This is an optimization exercise on Yosys and OpenROAD, whose aim is small area, a short achievable clock period and few clock cycles, not a production implementation.
RTL that was checked went through simulation tests only; none was proved equivalent to the original.

## alu_core
module alu_core (
    input  logic               clk_i,
    input  logic               rst_n_i,
    input  apb_pkg::apb_addr_t paddr_i,
    input  logic               psel_i,
    input  logic               penable_i,
    input  logic               pwrite_i,
    input  alu_pkg::word_t     pwdata_i,
    output alu_pkg::word_t     prdata_o,
    output logic               pready_o,
    output logic               pslverr_o
);
==> flow/config.mk <==
export PLATFORM = sky130hd
export DESIGN_NAME = alu_core
export DESIGN_NICKNAME = alu_core
export VERILOG_FILES = /design/flow/design.v
export SDC_FILE = /design/flow/constraint.sdc
export NUM_CORES = 4
export LEC_CHECK = 0
export ABC_AREA = 1
export CAP_MARGIN = 20
export CORE_MARGIN = 2
export CORE_UTILIZATION = 60
export CTS_BUF_LIST = sky130_fd_sc_hd__clkbuf_8
export CTS_CLUSTER_DIAMETER = 80
export CTS_CLUSTER_SIZE = 12
export PLACE_DENSITY = 0.72
export SLEW_MARGIN = 20
==> flow/constraint.sdc <==
create_clock -name core_clock -period 20.0 [get_ports {clk_i}]
set_input_delay 4.0000 -clock core_clock [delete_from_list [all_inputs] [get_ports {clk_i}]]
set_output_delay 4.0000 -clock core_clock [all_outputs]
set_load 0.01 [all_outputs]
standard.sh (not shown) runs the stock make flow with config.mk's settings and CLKGATE_MAP_FILE= SYNTH_SCRIPT=/design/flow/synth_recipe.tcl, a recipe that flattens the netlist after the stock synthesis.
==> flow/flow/run.sh <==
#!/bin/bash
# The standard layout (standard.sh), with timing repair aimed at a
# shorter achieved period, port buffers of a plain buffer cell, and the
# resizer free to pick any equivalent cell.
set -euo pipefail
bash standard.sh \
    SETUP_SLACK_MARGIN=14.6 \
    MATCH_CELL_FOOTPRINT=0 \
    "BUFFER_PORTS_ARGS=-buffer_cell sky130_fd_sc_hd__buf_2" \
    finish > standard_flow.log 2>&1
Testbench counts at the start, summed over its fixed seeds: cycles 156,718.
Change:
--- a/flow/flow/run.sh
+++ b/flow/flow/run.sh
@@ -6,5 +6,5 @@
 bash standard.sh \
-    SETUP_SLACK_MARGIN=14.6 \
+    SETUP_SLACK_MARGIN=14.8 \
     MATCH_CELL_FOOTPRINT=0 \
-    "BUFFER_PORTS_ARGS=-buffer_cell sky130_fd_sc_hd__buf_2" \
+    "BUFFER_PORTS_ARGS=-buffer_cell sky130_fd_sc_hd__buf_4" \
     finish > standard_flow.log 2>&1
--- a/flow/config.mk
+++ b/flow/config.mk
@@ -12,4 +12,2 @@
 export CTS_BUF_LIST = sky130_fd_sc_hd__clkbuf_8
-export CTS_CLUSTER_DIAMETER = 80
-export CTS_CLUSTER_SIZE = 12
 export PLACE_DENSITY = 0.72
=>
- via count increases by 1.1%
- die area stays the same
- worst setup slack is better by 0.22 ns
Change:
--- a/flow/flow/run.sh
+++ b/flow/flow/run.sh
@@ -6,5 +6,5 @@
 bash standard.sh \
-    SETUP_SLACK_MARGIN=14.8 \
+    SETUP_SLACK_MARGIN=15.1 \
     MATCH_CELL_FOOTPRINT=0 \
-    "BUFFER_PORTS_ARGS=-buffer_cell sky130_fd_sc_hd__buf_4" \
+    "BUFFER_PORTS_ARGS=-buffer_cell sky130_fd_sc_hd__buf_2" \
     finish > standard_flow.log 2>&1
What happened: Register-to-register slack gets better by 0.03 ns; wire length came out higher by 0.47%; global-route usage came out higher by 0.43 points; cell area came out higher by 3.0%; cell count came out higher by 1.4%; maximum frequency came out higher by 3.0%; non-clock buffer count came out higher by 32.
Change:
--- a/flow/config.mk
+++ b/flow/config.mk
@@ -12,2 +12,4 @@
 export CTS_BUF_LIST = sky130_fd_sc_hd__clkbuf_8
+export CTS_CLUSTER_DIAMETER = 80
+export CTS_CLUSTER_SIZE = 12
 export PLACE_DENSITY = 0.72
Result: Via count falls slightly; first-iteration DRC count came out higher slightly; hold slack is better by 0.013 ns; worst setup slack gets worse by 0.046 ns; clock-buffer cell count is lower by 25; sequential share of layout area climbs by 0.69 points; synthesized cell count stays the same; cell area is lower by a few percent; routed wire length decreases slightly; clock skew rises by 0.011 ns.
Change:
--- a/flow/flow/run.sh
+++ b/flow/flow/run.sh
@@ -6,3 +6,3 @@
 bash standard.sh \
-    SETUP_SLACK_MARGIN=15.1 \
+    SETUP_SLACK_MARGIN=14.8 \
     MATCH_CELL_FOOTPRINT=0 \
--- a/flow/config.mk
+++ b/flow/config.mk
@@ -10,3 +10,3 @@
 export CORE_MARGIN = 2
-export CORE_UTILIZATION = 60
+export CORE_UTILIZATION = 68
 export CTS_BUF_LIST = sky130_fd_sc_hd__clkbuf_8
@@ -14,3 +14,3 @@
 export CTS_CLUSTER_SIZE = 12
-export PLACE_DENSITY = 0.72
+export PLACE_DENSITY = 0.78
 export SLEW_MARGIN = 20
Routed wire length went down by about 4.6%.
Die area falls by 12%.
Worst setup slack is worse by 0.14 ns.
Change:
--- a/flow/config.mk
+++ b/flow/config.mk
@@ -10,3 +10,3 @@
 export CORE_MARGIN = 2
-export CORE_UTILIZATION = 68
+export CORE_UTILIZATION = 60
 export CTS_BUF_LIST = sky130_fd_sc_hd__clkbuf_8
@@ -14,3 +14,3 @@
 export CTS_CLUSTER_SIZE = 12
-export PLACE_DENSITY = 0.78
+export PLACE_DENSITY = 0.72
 export SLEW_MARGIN = 20
The new run completed with no timing, DRC or antenna violations.
Fmax climbs by 1.4%.
Core utilization drops by 7.6 points.
Setup slack improves by 0.073 ns.
Sequential cell count does not change.
Count of clock-buffer cells in the layout climbs by 2.

alu_core, a different RTL version from the one above (not shown whole).
For scale: roughly 2500 cells after synthesis, ~230 flip-flops, ~79 I/O pins, about 19000 sq um of cells after synthesis.
clock: 20.0 ns
lec_check: 0
abc_area: 1
cap_margin: 20
core_margin: 2
core_utilization: 40
place_density: 0.6
slew_margin: 20
==> flow/flow/run.sh <==
#!/bin/bash
# The standard layout (standard.sh), with timing repair aimed at a
# shorter achieved period, port buffers of a plain buffer cell, and the
# resizer free to pick any equivalent cell.
set -euo pipefail
bash standard.sh \
    SETUP_SLACK_MARGIN=14.8 \
    MATCH_CELL_FOOTPRINT=0 \
    "BUFFER_PORTS_ARGS=-buffer_cell sky130_fd_sc_hd__buf_4" \
    finish > standard_flow.log 2>&1
Next try:
Settings changed: CORE_UTILIZATION 40 to 60, CTS_BUF_LIST set to sky130_fd_sc_hd__clkbuf_8, PLACE_DENSITY 0.6 to 0.72.
After rerunning: The changed run passed the timing, design-rule and antenna checks; via count is higher by 4.2%; worst setup slack loses 0.14 ns; worst hold slack gains 0.012 ns; design area is lower by 3.8%.
Function was not checked in any run of this note: the RTL went through the layout flow alone.

alu_core, a different RTL version from the one above (not shown whole).
Size: about 2900 cells after synthesis, about 79 I/O pins, about 25000 um2 of cells after synthesis.
## alu_core
module alu_core (
    input  logic               clk_i,
    input  logic               rst_n_i,
    input  apb_pkg::apb_addr_t paddr_i,
    input  logic               psel_i,
    input  logic               penable_i,
    input  logic               pwrite_i,
    input  alu_pkg::word_t     pwdata_i,
    output alu_pkg::word_t     prdata_o,
    output logic               pready_o,
    output logic               pslverr_o
);
export LEC_CHECK = 0
export CAP_MARGIN = 20
export CORE_MARGIN = 2
export CORE_UTILIZATION = 40
export PLACE_DENSITY = 0.6
export SLEW_MARGIN = 20
create_clock -name core_clock -period 20.0 [get_ports {clk_i}]
==> flow/flow/run.sh <==
#!/bin/bash
set -euo pipefail
bash standard.sh SETUP_SLACK_MARGIN=14.5 finish > standard_flow.log 2>&1
Then changed:
==> flow/run.sh (new file) <==
#!/bin/bash
# synth_recipe.tcl (not shown) runs the flow's synth.tcl, then flattens the netlist and writes it again
# the make line also repeats each setting of config.mk as NAME=value (left out here)
make -C /OpenROAD-flow-scripts/flow DESIGN_CONFIG=/design/flow/config.mk WORK_HOME=/design/flow/orfs CLKGATE_MAP_FILE= SYNTH_SCRIPT=/design/flow/synth_recipe.tcl finish
removed: flow/flow/run.sh
removed: flow/standard.sh
Sequential cell count does not change.
Cell area fell by 7.1%.
Wire length rose by 0.34%.
Global-route usage rose by 0.43 points.
Worst setup slack gets worse by 2.2 ns.
No run of this note included a check of the RTL's function; only the layout flow was run.

[separate check: timing with driven ports]
How much do the figures lean on ideal ports? The routed layouts below were timed once more, with nothing changed but the port constraints.
Step 1, drivers: a clkbuf_16 drives clk_i and a buf_2 each remaining input, both assumed.
Step 2 moves the port delays by t, midway between the first and last clock arrival at a register: inputs arrive t later, outputs are due t later. That takes back most of the time a late clock gives input paths.
Slacks: ideal ports / drivers / drivers and shift; pairs: ideal ports / drivers.
| run | t (ns) | setup WS [ns] | clock arrival spread, ns |
|---|---|---|---|
| the first run of note 1 | 0.679 | 14.520 / 14.520 / 14.037 | 0.063 / 0.063 |
| the second run of note 1 | 0.694 | 14.744 / 14.694 / 14.083 | 0.024 / 0.023 |
| the third run of note 1 | 0.659 | 14.897 / 14.845 / 14.426 | 0.034 / 0.034 |
| the fourth run of note 1 | 0.679 | 14.851 / 14.800 / 14.458 | 0.044 / 0.045 |
| the fifth run of note 1 | 0.672 | 14.715 / 14.702 / 14.177 | 0.048 / 0.048 |
| the sixth run of note 1 | 0.651 | 14.788 / 14.763 / 14.116 | 0.043 / 0.043 |
| the first run of note 2 | 0.663 | 14.098 / 14.098 / 14.098 | 0.017 / 0.017 |
| the second run of note 2 | 0.697 | 13.962 / 13.962 / 13.962 | 0.036 / 0.036 |
| the first run of note 3 | 0.659 | 13.562 / 13.562 / 13.271 | 0.023 / 0.024 |
| the second run of note 3 | 0.681 | 11.411 / 11.411 / 11.411 | 0.015 / 0.016 |
After both steps every run listed still meets setup and hold. For the sixth run of note 1, which loses most, drivers alone change the setup slack by -0.025 ns; drivers and shift together by -0.672 ns.
